Background: an optimization exercise with open tools, aiming at small area, a short achievable clock period and few clock cycles. Do not read the settings as production practice. At most, simulation tests tie the RTL to the original design; equivalence was not proved.

Design rtc_fields_to_epoch_seconds_unit, start of the top module:
module rtc_fields_to_epoch_seconds_unit (
  input  logic      clk,
  input  logic      rst,
  input  logic      start,
  output logic      busy,
  input  rfes_pkg::rfes_in_t  fields,
  output logic      done,
  output rfes_pkg::rfes_out_t result,
  input  logic      cfg_write,
  input  logic      cfg_index,
  input  logic      cfg_data
);
export LEC_CHECK = 0
export CAP_MARGIN = 20
export CORE_MARGIN = 2
export CORE_UTILIZATION = 30
export CTS_BUF_LIST = sky130_fd_sc_hd__clkbuf_8
export SETUP_SLACK_MARGIN = 4.2
export SLEW_MARGIN = 20
create_clock -name core_clock -period 8.0 [get_ports {clk}]
standard.sh (not shown) runs the stock make flow with config.mk's settings and CLKGATE_MAP_FILE= SYNTH_SCRIPT=/design/flow/synth_recipe.tcl, a recipe that flattens the netlist after the stock synthesis.
==> flow/flow/run.sh <==
#!/bin/bash
# Standard layout, with the port buffers made of the smallest buffer cell and
# Yosys's generic fine-grained ABC pass skipped, so that the adders written as
# gates reach full-adder extraction as written.
set -euo pipefail
bash standard.sh SYNTH_ARGS=-noabc BUFFER_PORTS_ARGS="-buffer_cell sky130_fd_sc_hd__buf_1" finish > standard_flow.log 2>&1
Testbench counts at the start, summed over its fixed seeds: cycles 2,112.
Change:
--- a/flow/config.mk
+++ b/flow/config.mk
@@ -6,7 +6,8 @@
 export NUM_CORES = 4
 export LEC_CHECK = 0
+export ABC_AREA = 1
 export CAP_MARGIN = 20
 export CORE_MARGIN = 2
-export CORE_UTILIZATION = 30
+export CORE_UTILIZATION = 40
 export CTS_BUF_LIST = sky130_fd_sc_hd__clkbuf_8
 export SETUP_SLACK_MARGIN = 4.2
Via count rises by a few percent; fmax rises slightly; clock-buffer cell count rises by 1; cell area rises slightly.
Change:
--- a/flow/config.mk
+++ b/flow/config.mk
@@ -6,9 +6,9 @@
 export NUM_CORES = 4
 export LEC_CHECK = 0
-export ABC_AREA = 1
 export CAP_MARGIN = 20
 export CORE_MARGIN = 2
 export CORE_UTILIZATION = 40
 export CTS_BUF_LIST = sky130_fd_sc_hd__clkbuf_8
+export PLACE_DENSITY = 0.75
 export SETUP_SLACK_MARGIN = 4.2
 export SLEW_MARGIN = 20
After rerunning: The changed run completed with no timing, DRC or antenna violations; cell area drops by about 2.4%; final cell count drops by 11%; hold slack stays flat; worst setup slack is worse by 0.036 ns.
Change:
--- a/flow/config.mk
+++ b/flow/config.mk
@@ -10,5 +10,4 @@
 export CORE_UTILIZATION = 40
 export CTS_BUF_LIST = sky130_fd_sc_hd__clkbuf_8
-export PLACE_DENSITY = 0.75
-export SETUP_SLACK_MARGIN = 4.2
+export SETUP_SLACK_MARGIN = 4.35
 export SLEW_MARGIN = 20
After rerunning:
- non-clock buffer count rises by 10
- wire length rises by 1.5%
- maximum frequency is about the same
- core utilization rises by 1.2 points
- die area does not change
- global-route usage falls by 0.43 points
- hold slack barely changes


Another version of the RTL of rtc_fields_to_epoch_seconds_unit (not shown whole).
Size in the first run: about 94 flip-flops, about 0.0067 sq mm of cells after synthesis.
Settings: LEC_CHECK=0, CAP_MARGIN=20, CORE_MARGIN=2, CORE_UTILIZATION=40, CTS_BUF_LIST=sky130_fd_sc_hd__clkbuf_8, SETUP_SLACK_MARGIN=5.0, SLEW_MARGIN=20; clock period 8.0 ns.
Scripts as last shown in full above: flow/flow/run.sh
==> next run, changes <==
Settings changed: SETUP_SLACK_MARGIN 5.0 to 3.0.
- count of clock-buffer cells in the layout goes up by 1
- wire length goes down by 6.7%
- sequential share of layout area goes up by 2.2 points
- critical path depth goes up by 1
==> next run, changes <==
Settings changed: SETUP_SLACK_MARGIN 3.0 to 4.2.
Effect: Final cell count increases by 0.64%; global-route usage increases by 0.24 points; core utilization increases by 1.4 points; routed wire length increases by 3.1%; register-to-register slack gets better by 0.19 ns.
==> next run, changes <==
Settings changed: SETUP_SLACK_MARGIN 4.2 to 3.5.
The new run went through all stages and came out clean.
Die area does not change.
Register-to-register slack gets worse by 0.17 ns.
Function was not checked in any run of this note: the RTL went through the layout flow alone.


## v8
Another version of the RTL of rtc_fields_to_epoch_seconds_unit (not shown whole).
For scale: about 0.0061 mm² of cells after synthesis.
clock: 8.0 ns
lec_check: 0
cap_margin: 20
core_margin: 2
core_utilization: 40
cts_buf_list: sky130_fd_sc_hd__clkbuf_4 sky130_fd_sc_hd__clkbuf_8
setup_slack_margin: 3.5
slew_margin: 20
Scripts as last shown in full above: flow/flow/run.sh
Testbench counts of v8, summed over its fixed seeds: cycles 2,112.
Changes in v2 relative to v8:
Settings: swapping sky130_fd_sc_hd__clkbuf_4 sky130_fd_sc_hd__clkbuf_8 for sky130_fd_sc_hd__clkbuf_8 in CTS_BUF_LIST; swapping 3.5 for 4.0 in SETUP_SLACK_MARGIN.
--- outcome ---
- v8 → v2: net count of the finished layout has increased; post-layout worst setup margin has increased.
- Post-route standard cell area excluding fillers: v2 vs v8 up 520 µm²
- v2 vs v8 — wire length reported by the detailed router climbed by a few percent


rtc_fields_to_epoch_seconds_unit again, from the RTL that the note above started with.
// rtc_fields_to_epoch_seconds_unit
module rtc_fields_to_epoch_seconds_unit (
  input  logic      clk,
  input  logic      rst,
  input  logic      start,
  output logic      busy,
  input  rfes_pkg::rfes_in_t  fields,
  output logic      done,
  output rfes_pkg::rfes_out_t result,
  input  logic      cfg_write,
  input  logic      cfg_index,
  input  logic      cfg_data
);
export LEC_CHECK = 0
export CAP_MARGIN = 20
export CORE_MARGIN = 2
export CORE_UTILIZATION = 40
export CTS_BUF_LIST = sky130_fd_sc_hd__clkbuf_8
export SETUP_SLACK_MARGIN = 3.5
export SLEW_MARGIN = 20
create_clock -name core_clock -period 8.0 [get_ports {clk}]
Scripts as last shown in full above: flow/flow/run.sh
The first run produced a clean layout.
Testbench counts at the start, summed over its fixed seeds: cycles 2,112.
Rerun with:
--- a/flow/config.mk
+++ b/flow/config.mk
@@ -10,4 +10,4 @@
 export CORE_UTILIZATION = 40
 export CTS_BUF_LIST = sky130_fd_sc_hd__clkbuf_8
-export SETUP_SLACK_MARGIN = 3.5
+export SETUP_SLACK_MARGIN = 3.0
 export SLEW_MARGIN = 20
Outcome: Non-clock buffer count drops by 9. Cell count drops slightly. Worst setup slack gets worse by 360 ps. Die area does not change. Area after synthesis stays the same. Final area drops by a few percent. Wire length drops slightly. Clock skew is about the same. Hold slack hardly moves. Maximum frequency drops by a little under a tenth.


RTL: one of the versions met above, not the one the previous note started from.
For scale: roughly 690 cells after synthesis, roughly 89 I/O pins, ~0.0067 mm2 of cells after synthesis.
clock: 8.0 ns
lec_check: 0
cap_margin: 20
core_margin: 2
core_utilization: 50
cts_buf_list: sky130_fd_sc_hd__clkbuf_8
setup_slack_margin: 4.2
slew_margin: 20
Scripts as last shown in full above: flow/flow/run.sh
The starting point finished clean.
Testbench counts at the start, summed over its fixed seeds: cycles 2,112.
Then changed:
- CAP_MARGIN: 20 -> 0
- CORE_UTILIZATION: 50 -> 40
- SLEW_MARGIN: 20 -> 0
What happened:
- The changed run finished with timing, DRC and antenna clean
- hold slack hardly moves
- non-clock buffer count went down by 2
- critical path depth stays the same
- clock skew stays flat
- synthesized area is unchanged
- clock-buffer cell count went down by 2
- die area went up by 24%
- utilization went down by 11 points
- via count went down by 0.60%
Then changed:
- CAP_MARGIN: 0 -> 20
- SETUP_SLACK_MARGIN: 4.2 -> 4.0
- SLEW_MARGIN: 0 -> 20
Global-route usage decreases by 0.11 points.
Clock skew hardly moves.
Via count hardly moves.
Worst setup slack loses 150 ps.
Wire length decreases by 0.73%.
Core utilization decreases by 0.53 points.
Hold slack barely changes.
Synthesized cell count does not change.
Clock-buffer cell count does not change.
Then changed:
- SETUP_SLACK_MARGIN: 4.0 -> 4.5
Effect: The new run completed without violations; final cell count goes up by 2.0%; synthesized cell count is unchanged; die area stays the same; register-to-register slack gains 210 ps; utilization climbs by 1.9 points.
Then changed:
- SETUP_SLACK_MARGIN: 4.5 -> 4.2
Hold slack stays flat.
Synthesized cell count is unchanged.
Critical path depth went up by 4.
First-iteration DRC count rose by 9.8%.
Synthesized area is unchanged.
Worst setup slack improves by 18 ps.
Via count went down by 1.5%.
Then changed:
- GPL_TIMING_DRIVEN: default -> 1
Outcome: Worst setup slack does not change. Design area does not change. Routed wire length is unchanged. Via count stays the same. Non-clock buffer count does not change. Clock-buffer cell count stays the same. Sequential cell count does not change.


Setup of run 1:
rtc_fields_to_epoch_seconds_unit, a different RTL version from the one above (not shown whole).
For scale: ~740 cells after synthesis, roughly 140 flip-flops, roughly 89 I/O pins, about 0.0076 sq mm of cells after synthesis.
==> flow/design.v (excerpt) <==
module rtc_fields_to_epoch_seconds_unit (
  input  logic      clk,
  input  logic      rst,
  input  logic      start,
  output logic      busy,
  input  rfes_pkg::rfes_in_t  fields,
  output logic      done,
  output rfes_pkg::rfes_out_t result,
  input  logic      cfg_write,
  input  logic      cfg_index,
  input  logic      cfg_data
);
  logic        bcd_mode;
  logic        twelve_hour_mode;
  always_ff @(posedge clk) begin
    if (rst) begin
      bcd_mode         <= 1'b1;
      twelve_hour_mode <= 1'b0;
    end else if (cfg_write) begin
      case (cfg_index)
        rfes_pkg::CFG_BCD_MODE:  bcd_mode         <= cfg_data;
        rfes_pkg::CFG_TWELVE_HR: twelve_hour_mode <= cfg_data;
        default:       bcd_mode         <= bcd_mode;
      endcase
    end
  end
  assign busy = 1'b0;
  logic [5:0]  sec6;
  logic [5:0]  min6;
  logic [4:0]  hv5;
  logic [4:0]  day5;
  logic [6:0]  yr7;
  logic [3:0]  mon4;
  logic [3:0]  h4;
  logic [4:0]  hr5;
  logic        leap;
  logic [3:0]  ml;
  logic [1:0]  fields_r;
  logic        err_sec, err_min, err_hr, err_day, err_mon, err_yr, err_all;
  logic t0;
  logic t1;
  logic t2;
  logic t3;
  logic t4;
  logic t5;
  logic t6;
  logic t7;
  logic t8;
  logic t9;
  logic t10;
  logic t11;
  logic t12;
  logic t13;
  logic t14;
  logic t15;
  logic t16;
  logic t17;
  logic t18;
  logic t19;
  logic t20;
  logic t21;
  logic t22;
  logic t23;
  logic t24;
  logic t25;
  logic t26;
  logic t27;
  logic t28;
  logic t29;
  logic t30;
  logic t31;
  logic t32;
  logic t33;
  logic t34;
  logic t35;
  logic t36;
  logic t37;
  logic t38;
  logic t39;
  logic t40;
  logic t41;
  logic t42;
  logic t43;
  logic t44;
  logic t45;
  logic t46;
  logic t47;
  logic t48;
  logic t49;
  logic t50;
  logic t51;
  logic t52;
  logic t53;
  logic t54;
  logic t55;
  logic t56;
  logic t57;
  logic t58;
  logic t59;
  logic t60;
  logic t61;
  logic t62;
  logic t63;
  logic t64;
  logic t65;
  logic t66;
  ...
Settings: LEC_CHECK=0, CAP_MARGIN=20, CORE_MARGIN=2, CORE_UTILIZATION=40, CTS_BUF_LIST=sky130_fd_sc_hd__clkbuf_8, SLEW_MARGIN=20; clock period 8.0 ns.
==> flow/flow/run.sh <==
#!/bin/bash
# Standard layout, with the port buffers made of the smallest buffer cell,
# Yosys's generic fine-grained ABC pass skipped (so that the adders written as
# gates reach full-adder extraction as written), and timing repair aiming
# 5.5 ns above the required setup slack.
set -euo pipefail
bash standard.sh SYNTH_ARGS=-noabc BUFFER_PORTS_ARGS="-buffer_cell sky130_fd_sc_hd__buf_1" SETUP_SLACK_MARGIN=5.5 finish > standard_flow.log 2>&1
Run 1 completed end to end with timing, DRC and antenna clean.
Testbench counts of run 1, summed over its fixed seeds: cycles 2,144.
--- input diff run 1..run 2 ---
Settings: SETUP_SLACK_MARGIN: unset -> 5.0.
==> flow/flow/run.sh <==
#!/bin/bash
# Standard layout, with the port buffers made of the smallest buffer cell and
# Yosys's generic fine-grained ABC pass skipped, so that the adders written as
# gates reach full-adder extraction as written.
set -euo pipefail
bash standard.sh SYNTH_ARGS=-noabc BUFFER_PORTS_ARGS="-buffer_cell sky130_fd_sc_hd__buf_1" finish > standard_flow.log 2>&1
[summary]
Sequential share of layout area for run 2: 1.3 points up relative to run 1
Across both runs, post-route minimum period was higher for run 2 than for run 1.
Looking at start point of the critical path, the fields[20] result is from run 1; the monb_q[1]$_DFF_P_ one comes from run 2.
Run 1 -> run 2: die width delta 0, exact match
Summary of run 2 over run 1: ratio of cells with drive above 1 in the final layout fell 16 points; maximum single-stage delay on the critical path rose 0.26 ns.
--- input diff run 2..run 3 ---
Settings: a change of CTS_BUF_LIST from sky130_fd_sc_hd__clkbuf_8 to sky130_fd_sc_hd__clkbuf_16.
## What came out
Status | run 3 and run 2 | clean
Summary — global-route wire length before repair, run 3 relative to run 2: higher, by 230 um.
Compared with run 2, in run 3 actual slew at the worst max-slew pin fell 0.016 ns; register-to-register setup slack about even; smallest setup slack after layout fell 0.0045 ns.
Final area delta for run 3 relative to run 2: about 2.2% higher
Clock buffer count in the final layout, run 3 and run 2, lower one = run 3.
For run 2, the slowest stage cell on the critical path was sky130_fd_sc_hd__dfxtp_1, unlike run 3, where it was sky130_fd_sc_hd__fa_1.
Run 3 does worse than run 2 on wire length.
Between run 3 and run 2, the difference in buffer share of cell area is negligible.
For run 4, these inputs were changed with respect to run 3:
Settings: CORE_UTILIZATION now 50, was 40; CTS_BUF_LIST now sky130_fd_sc_hd__clkbuf_8, was sky130_fd_sc_hd__clkbuf_16.
The flow did not stop early for run 4: all stages ran, and the layout cleared the timing, design-rule and antenna checks.
Maximum number of pins on one net before global-route repair | run 4 above run 3
Of run 4 and run 3, the run reporting the higher vertical die dimension was run 3.
Wire: run 4 routes more than run 3
The inputs of run 5 differ from those of run 4 as listed below.
Settings: CORE_UTILIZATION changed from 50 to 40; CTS_BUF_LIST changed from sky130_fd_sc_hd__clkbuf_8 to sky130_fd_sc_hd__clkbuf_4 sky130_fd_sc_hd__clkbuf_8.
--- outcome ---
[run 5 vs run 4] time the worst path needs with I/O delays and setup: lower in run 5. On minimum setup slack in the final design, run 4 loses to run 5. When run 5 is set beside run 4, its reg2reg setup slack turns out to be 0.05 ns larger.

[afterwards: timing with drivers on the ports]
Ports are ideal in the flow. The routed layouts listed here were re-timed in OpenROAD. Step 1 assumes that a clkbuf_16 drives the clock port and a buf_2 every other input. Step 2 times the ports against the registers' clock, not the clock port: input delays grow and output delays shrink by t, the midpoint of the rising clock arrivals with the driver on. Slacks: ideal ports / drivers / drivers and shift; pairs: ideal ports / drivers.
run | t (ns) | slack for setup (ns) | hold slack, ns | worst data-port slew with drivers (ns)
the first run of note 1 | 0.409 | 4.270 / 4.235 / 4.331 | 0.334 / 0.334 / 0.334 | 0.05
the second run of note 1 | 0.412 | 4.329 / 4.329 / 4.329 | 0.333 / 0.333 / 0.333 | 0.04
the third run of note 1 | 0.409 | 4.293 / 4.254 / 4.332 | 0.333 / 0.333 / 0.333 | 0.04
the fourth run of note 1 | 0.410 | 4.291 / 4.255 / 4.375 | 0.331 / 0.331 / 0.331 | 0.04
the first run of note 2 | 0.410 | 4.155 / 4.120 / 4.396 | 0.331 / 0.331 / 0.331 | 0.07
the second run of note 2 | 0.414 | 3.799 / 3.764 / 4.081 | 0.332 / 0.332 / 0.332 | 0.05
the third run of note 2 | 0.415 | 4.112 / 4.077 / 4.262 | 0.332 / 0.332 / 0.332 | 0.05
the fourth run of note 2 | 0.414 | 3.884 / 3.849 / 4.098 | 0.332 / 0.332 / 0.332 | 0.05
v8 | 0.402 | 3.681 / 3.681 / 3.681 | 0.335 / 0.335 / 0.335 | 0.04
v2 | 0.397 | 3.816 / 3.816 / 3.816 | 0.335 / 0.335 / 0.335 | 0.04
the first run of note 4 | 0.403 | 3.684 / 3.684 / 3.684 | 0.334 / 0.334 / 0.334 | 0.03
the second run of note 4 | 0.400 | 3.320 / 3.320 / 3.320 | 0.334 / 0.334 / 0.334 | 0.04
the first run of note 5 | 0.392 | 4.314 / 4.284 / 4.314 | 0.332 / 0.332 / 0.332 | 0.04
the second run of note 5 | 0.410 | 4.325 / 4.292 / 4.325 | 0.331 / 0.331 / 0.331 | 0.04
the third run of note 5 | 0.408 | 4.173 / 4.138 / 4.241 | 0.331 / 0.331 / 0.331 | 0.04
the fourth run of note 5 | 0.408 | 4.307 / 4.270 / 4.450 | 0.331 / 0.331 / 0.331 | 0.04
the fifth run of note 5 | 0.410 | 4.325 / 4.292 / 4.325 | 0.331 / 0.331 / 0.331 | 0.04
the sixth run of note 5 | 0.410 | 4.325 / 4.292 / 4.325 | 0.331 / 0.331 / 0.331 | 0.04
run 1 | 0.487 | 5.326 / 5.322 / 4.834 | 0.332 / 0.332 / 0.332 | 0.05
run 2 | 0.474 | 5.185 / 5.185 / 4.750 | 0.330 / 0.330 / 0.330 | 0.04
run 3 | 0.453 | 5.180 / 5.181 / 4.748 | 0.325 / 0.325 / 0.325 | 0.04
run 4 | 0.471 | 5.128 / 5.128 / 4.757 | 0.332 / 0.332 / 0.332 | 0.03
run 5 | 0.476 | 5.182 / 5.182 / 4.750 | 0.330 / 0.330 / 0.330 | 0.05
After both steps setup and hold are still met in every run listed. The setup slack of run 1, which loses most, moves by -0.004 ns with the drivers and by -0.492 ns with both steps.
